This design comes from an exercise in tuning for small area, a short achievable clock period and few clock cycles on the open sky130 flow, not from production work. Function was checked by simulation only, so behaviour that the tests miss may differ from the original. Power is estimated from default activity; no workload was simulated.

<file path="flow/config.mk">
export PLATFORM = sky130hd
export DESIGN_NAME = lgappg_sched
export DESIGN_NICKNAME = lgappg_sched
export VERILOG_FILES = /design/flow/design.v
export SDC_FILE = /design/flow/constraint.sdc
export NUM_CORES = 4
export LEC_CHECK = 0
export CAP_MARGIN = 20
export CORE_MARGIN = 2
export CORE_UTILIZATION = 70
export CTS_BUF_LIST = sky130_fd_sc_hd__clkbuf_16
export CTS_CLUSTER_DIAMETER = 60
export CTS_CLUSTER_SIZE = 30
export SETUP_SLACK_MARGIN = 1.75
export SLEW_MARGIN = 20
</file>
<file path="flow/constraint.sdc">
create_clock -name core_clock -period 4.0 [get_ports {clk}]
set_input_delay 0.8000 -clock core_clock [delete_from_list [all_inputs] [get_ports {clk}]]
set_output_delay 0.8000 -clock core_clock [all_outputs]
set_load 0.01 [all_outputs]
</file>
<file path="flow/design.v">
module lgappg_sched #(
   parameter int W_WORDS = 8,
   parameter int H_ROWS  = 8
) (
   input  logic         clk,
   input  logic         rst,
   input  logic         start,
   output logic         busy,
   output logic         done,
   input  logic         in_valid,
   output logic         in_ready,
   input  logic [63:0]  in_data,
   output logic         win_valid,
   input  logic         win_ready,
   output logic [575:0] win_data,
   output logic         win_odd
);
   localparam int NW = W_WORDS * H_ROWS;
   localparam int S  = 2 * W_WORDS + 3;
   localparam int XW = $clog2(W_WORDS);
   localparam int YW = $clog2(H_ROWS);
   localparam int PW = XW + YW;
   localparam logic [PW-1:0] LAST_IDX = PW'(NW - 1);
   localparam logic [PW-1:0] PRE_LOAD = PW'(W_WORDS);
   localparam logic [XW-1:0] X_LAST   = XW'(W_WORDS - 1);
   localparam logic [YW-1:0] Y_LAST   = YW'(H_ROWS - 1);
   logic            run_q, flush_q, busy_q, done_q, wv_q, odd_q;
   logic            prime_q;     
   logic            last_q;      
   logic            wvn_q;       
   logic            more_q;      
   logic [PW-1:0]   in_cnt_q;    
   logic [YW-1:0]   row_q;       
   logic [XW-1:0]   col_q;
   localparam int KR = 4;
   logic [KR-1:0][8:0] kill_q;   
   logic [8:0]      n_kill, c_kill;
   logic [S-1:0][63:0] store_q;  
   logic slot_free, acc, shift, load, hs, last_hs, wrap;
   logic n_up, n_dn, n_lf, n_rt, c_up, c_dn, c_lf, c_rt;
   assign slot_free = wvn_q || win_ready;
   assign acc       = run_q && in_valid && slot_free;
   assign shift     = slot_free && ((run_q && in_valid) || more_q);
   assign load      = shift && (flush_q || prime_q);
   assign hs        = wv_q && win_ready;
   assign last_hs   = hs && last_q;
   assign wrap = (col_q == X_LAST);
   assign n_lf = wrap;
   assign n_rt = (col_q == X_LAST - XW'(1));
   assign n_up = wrap ? (row_q == Y_LAST) : (row_q == '0);
   assign n_dn = wrap ? (row_q == Y_LAST - YW'(1)) : (row_q == Y_LAST);
   always_comb begin
      for (int k = 0; k < 9; k++) begin
         n_kill[k] = ((k / 3 == 0) && n_up) || ((k / 3 == 2) && n_dn) ||
                     ((k % 3 == 0) && n_lf) || ((k % 3 == 2) && n_rt);
         c_kill[k] = ((k / 3 == 0) && c_up) || ((k / 3 == 2) && c_dn) ||
                     ((k % 3 == 0) && c_lf) || ((k % 3 == 2) && c_rt);
      end
   end
   always_ff @(posedge clk) begin
      kill_q[0] <= load ? n_kill : c_kill;
      kill_q[1] <= (load || !wv_q) ? n_kill : c_kill;
      kill_q[2] <= load ? n_kill : (wv_q ? c_kill : 9'h000);
      kill_q[3] <= load ? n_kill : (wv_q ? c_kill : 9'h1ff);
   end
   assign c_lf = (col_q == '0);
   assign c_rt = wrap;
   assign c_up = (row_q == '0);
   assign c_dn = (row_q == Y_LAST);
   always_ff @(posedge clk) begin
      if (shift) begin
         store_q[0] <= ~in_data;
         for (int j = 1; j < S; j++) store_q[j] <= store_q[j-1];
      end
   end
   always_ff @(posedge clk) begin
      if (load) begin
         odd_q  <= row_q[0] ^ wrap;
         last_q <= (row_q == Y_LAST) && n_rt;
         col_q  <= col_q + XW'(1);
         if (wrap) row_q <= row_q + YW'(1);
      end
      if (!run_q && !flush_q && !done_q && start) begin
         row_q  <= Y_LAST;
         col_q  <= X_LAST;
         last_q <= 1'b0;
      end
   end
   always_ff @(posedge clk) begin
      if (rst) begin
         run_q    <= 1'b0;
         flush_q  <= 1'b0;
         busy_q   <= 1'b0;
         done_q   <= 1'b0;
         wv_q     <= 1'b0;
         wvn_q    <= 1'b1;
         more_q   <= 1'b0;
         prime_q  <= 1'b0;
         in_cnt_q <= '0;
      end else begin
         done_q <= last_hs;
         if (!run_q && !flush_q && !done_q && start) begin
            run_q    <= 1'b1;
            busy_q   <= 1'b1;
            prime_q  <= 1'b0;
            in_cnt_q <= '0;
         end
         if (acc) begin
            in_cnt_q <= in_cnt_q + PW'(1);
            if (in_cnt_q == PRE_LOAD) prime_q <= 1'b1;
            if (in_cnt_q == LAST_IDX) begin
               run_q   <= 1'b0;
               flush_q <= 1'b1;
               more_q  <= 1'b1;
            end
         end
         if (load && flush_q && (row_q == Y_LAST) && n_rt) more_q <= 1'b0;
         if (last_hs) begin
            flush_q <= 1'b0;
            busy_q  <= 1'b0;
         end
         if (load)    wv_q <= 1'b1;
         else if (hs) wv_q <= 1'b0;
         if (load)    wvn_q <= 1'b0;
         else if (hs) wvn_q <= 1'b1;
      end
   end
   for (genvar k = 0; k < 9; k++) begin : g_win
      localparam int J = W_WORDS + 1 - ((k / 3 - 1) * W_WORDS + (k % 3 - 1));
      for (genvar b = 0; b < 64; b++) begin : g_bit
         assign win_data[64*k + b] = ~(store_q[J][b] | kill_q[b * KR / 64][k]);
      end
   end
   assign in_ready  = run_q && slot_free;
   assign busy      = busy_q;
   assign done      = done_q;
   assign win_valid = wv_q;
   assign win_odd   = odd_q;
endmodule
</file>
<file path="flow/flow/run.sh">
#!/bin/bash
# Standard layout, but ports buffered with plain buffers and the resizer free to swap footprints.
set -euo pipefail
bash standard.sh MATCH_CELL_FOOTPRINT=0 'BUFFER_PORTS_ARGS=-buffer_cell sky130_fd_sc_hd__buf_1' finish > standard_flow.log 2>&1
</file>
<file path="flow/standard.sh">
#!/bin/bash
# synth_recipe.tcl (not shown) runs the flow's synth.tcl, then flattens the netlist and writes it again
# the make line also repeats each setting of config.mk as NAME=value (left out here)
make -C /OpenROAD-flow-scripts/flow DESIGN_CONFIG=/design/flow/config.mk WORK_HOME=/design/flow/orfs CLKGATE_MAP_FILE= SYNTH_SCRIPT=/design/flow/synth_recipe.tcl "${@:-finish}"
</file>
==> results.txt <==
final timing paths:
kind / endpoint / slack, ps / cells past startpoint
max: win_data[547] / 1750 / 3
min: store_q[34]$_DFFE_PP_ / 370 / 2
max reg2reg: store_q[1084]$_DFFE_PP_ / 1850 / 6
min reg2reg: store_q[396]$_DFFE_PP_ / 420 / 0
cell type report:
type | instances | area share (%)
clock buffers | 55 | 2.91
flip-flops and latches | 1271 | 79.8
inverters | 125 | 0.999
repair buffers | 691 | 6.85
clock inverters | 38 | 0.592
well taps | 773 | 2.04
multi-input cells | 675 | 6.83
worst register-to-register path, delay by kind of cell (launching register included):
family	cells	cell delay, ps
AO/OA/AOI/OAI	2	430
buffers and inverters	4	920
flip-flops	1	410
kinds of logic after synthesis:
kind of cell	count (synthesis)	share of synthesized area, %
muxes	10	0.269
xor gates and xnor gates	1	0.0212
adders and majority gates	10	0.302
and+or+nand+nor	591	5.59
AOI/OAI and AO/OA	63	1.02
DFF	1271	90.9
buffers and inverters	207	1.92
cell usage after synthesis, drive strengths merged (4+ instances only):
cell,count
mux2i,7
nand2,9
buf,7
and3,4
a22oi,6
nand3,15
clkbuf,75
ha,10
nand2b,4
a211oi,5
a21oi,11
inv,125
dfxtp,54
o211ai,9
o21ai,14
edfxtp,1217
nor3,5
nor2,543
stage by stage:
step	util [%]	setup slack, ps	cell area, um^2
3_5_place_dp	76.3	922	44900
2_1_floorplan	-	-15880	41400
3_3_place_gp	76.3	1020	44900
5_1_grt	80.5	1690	47300
6_report	80.5	1750	47300
4_1_cts	80.0	1670	47000
where the power goes:
group / total (W) / switching (W) / internal [W] / leakage [nW]
Combinational: 0.000549 / 0.000410 / 0.000139 / 3.73
Sequential: 0.0152 / 0.000172 / 0.0150 / 11.6
Clock: 0.00637 / 0.00370 / 0.00266 / 0.862
state kept, by name, indices dropped and copies added, names as in the netlist, 3 cells and up:
signal and cells:
store_q 1216, kill_q 33, in_cnt_q 6, col_q 3, row_q 3
metal layers:
metal  vias to the layer above  track usage [%]  wire [um]
li1                       9051                -          -
met1                      9366             30.0      27200
met2                       750             38.4      36400
met3                       155             5.14       5150
met4                         0             9.83       3360
met5                         -                0          0
repair_timing:
action                                  4_1_cts  5_1_grt
pin swaps                                     0        3
cloned                                        1        0
resized for setup                           196      188
hold buffers                                  0        0
endpoints found under the setup margin     1452      368
setup buffers                                10        3
hold endpoints to repair                      0        0
==> metrics.yaml <==
clock_network:
  cts_max_path_buffers: 3
  cts_tree: "built"
  root_buffer: "clkbuf_16"
  clock_latency_ps: 630
  cts_made_buffers: 53
  htree_levels: 2
  clk_pin_slew_ps: 110
  clock-sinks: 1271
final_layout:
  fin_cells: 3628
  final_cell_mix: "1,217 x edfxtp_1, 471 x nor2_1, 448 x buf_1"
  drive_gt1_share_pct: 15.6
  layout_commonest_cell: "edfxtp_1"
  register_area_um2: 37800
  multi_input_area_um2: 3230
  final.fill_count: 3036
  final_nets: 2896
  area_delta_synth_final_pct: 14.3
  num_antenna_cells: 0
pwr:
  ir_drop_uv: 442
  p_per_area_nw_per_um2: 467
  finalPower_w: 0.0221
  power.leakage_nw: 16.2
critical_path:
  slowest_stage: "dfxtp_4"
  critPathMaxFanout: 8
  cp_num_buf_inv: 2
  cp_cell_sequence: "buf_12 -> nor2_1 -> clkbuf_2"
  critPathCaptureType: "output pin"
  start_kind: "flop"
  crit_type: "reg2out"
  cp-startpoint: "kill_q[26]$_DFF_P_"
  r2r_start: "run_q$_SDFF_PP0_"
  crit_path_max_incr_delay_ps: 370
  cp.required_ps: 3200
  arrival_ps: 1450
  crit_family: "flip-flops"
synthesis:
  yosys.area.top_type_share_pct: 88.3
  synth_cell_type_count: 45
  ys.flop_type: "edfxtp_1"
  synth_enable_flop_cells: 1217
  yosysTopAreaCell: "edfxtp_1"
  async_flop_share_pct: 0
  synthCells: 2153
  syn_nets: 2232
  synthTopCellsByArea: "edfxtp_1 88%, nor2_1 4.9%, dfxtp_1 2.6%, inv_1 1.1%, clkbuf_1 0.68%"
  synth.avg_cell_area_um2: 19.2
  synth_seq_cells: 1271
  syn-cell-area_um2: 41400
  yosys_warnings: 1
  synth_seq_area_share_pct: 90.9
placed_design:
  globalplace.congestion: 0.892
  port_buffers: 649
  hpwl_mm: 50.1
  place_inst: 3521
grt:
  grt_pass1_wl_mm: 104
  antenna_found_initial: 0
  grt.total_usage_pct: 23.1
  grt_pass1_vias: 18192
  grt_max_degree: 160
  grt.overflow.total: 0
routing:
  wl_per_cell_um: 19.9
  dr_total_vias: 19322
  dr.pass1.iters: 5
  ant_nets: 0
  routed_wl_mm: 72.1
  drtIter0Drc: 1621
  drc: 0
  viasPerCell: 5.33
timing:
  timing.hold.ws_ps: 369
  max_freq_ghz: 0.444
  drv_slew: 0
  setup_viol_count_final: 0
  rsz0062_at_grt: "yes"
  period_needed_ps: 2250
  fin_crit_sh_pct: 56.3
  skew_ps: 25.0
  worstMarginPinSlew_ps: 994
  tns_ps: 0
  slew_headroom_pct: 33.8
  hold_viol_final: 0
floorplanning:
  die_w_um: 247
  dieHeight_um: 247
  dieArea_um2: 61100
  rows: 89
  start_util_pct: 70.4
  io_pins: 650
  core-area_um2: 58800
job:
  maxCapViolations: 0
worst_hold_path:
  hold_path.startpoint: "in_data[34]"
  hp-class: "in2reg"
run_status:
  status: "finished clean"
Testbench counts, summed over its fixed seeds: cycles 9,728.

re-timing with driven ports:
No port has a modelled driver above. Below, the same layout with a new extraction and two added sets of constraints. Step 1: set_driving_cell puts a clkbuf_16 on clk and a buf_2 on each other input, an assumption about the parent block. Step 2 also shifts input and output timing later by t, the mid clock arrival at the registers, as if the neighbouring blocks saw the same clock. Slacks: ideal ports / drivers / drivers and shift; pairs: ideal ports / drivers.
t (ns): 0.673
slack for setup (ns): 1.747 / 1.689 / 1.159
clock arrival spread, ns: 0.027 / 0.027
slew at the worst register clock pin (ns): 0.11 / 0.11
After both steps setup and hold are still met in this run. For this run, drivers alone change the setup slack by -0.058 ns; drivers and shift together by -0.588 ns.
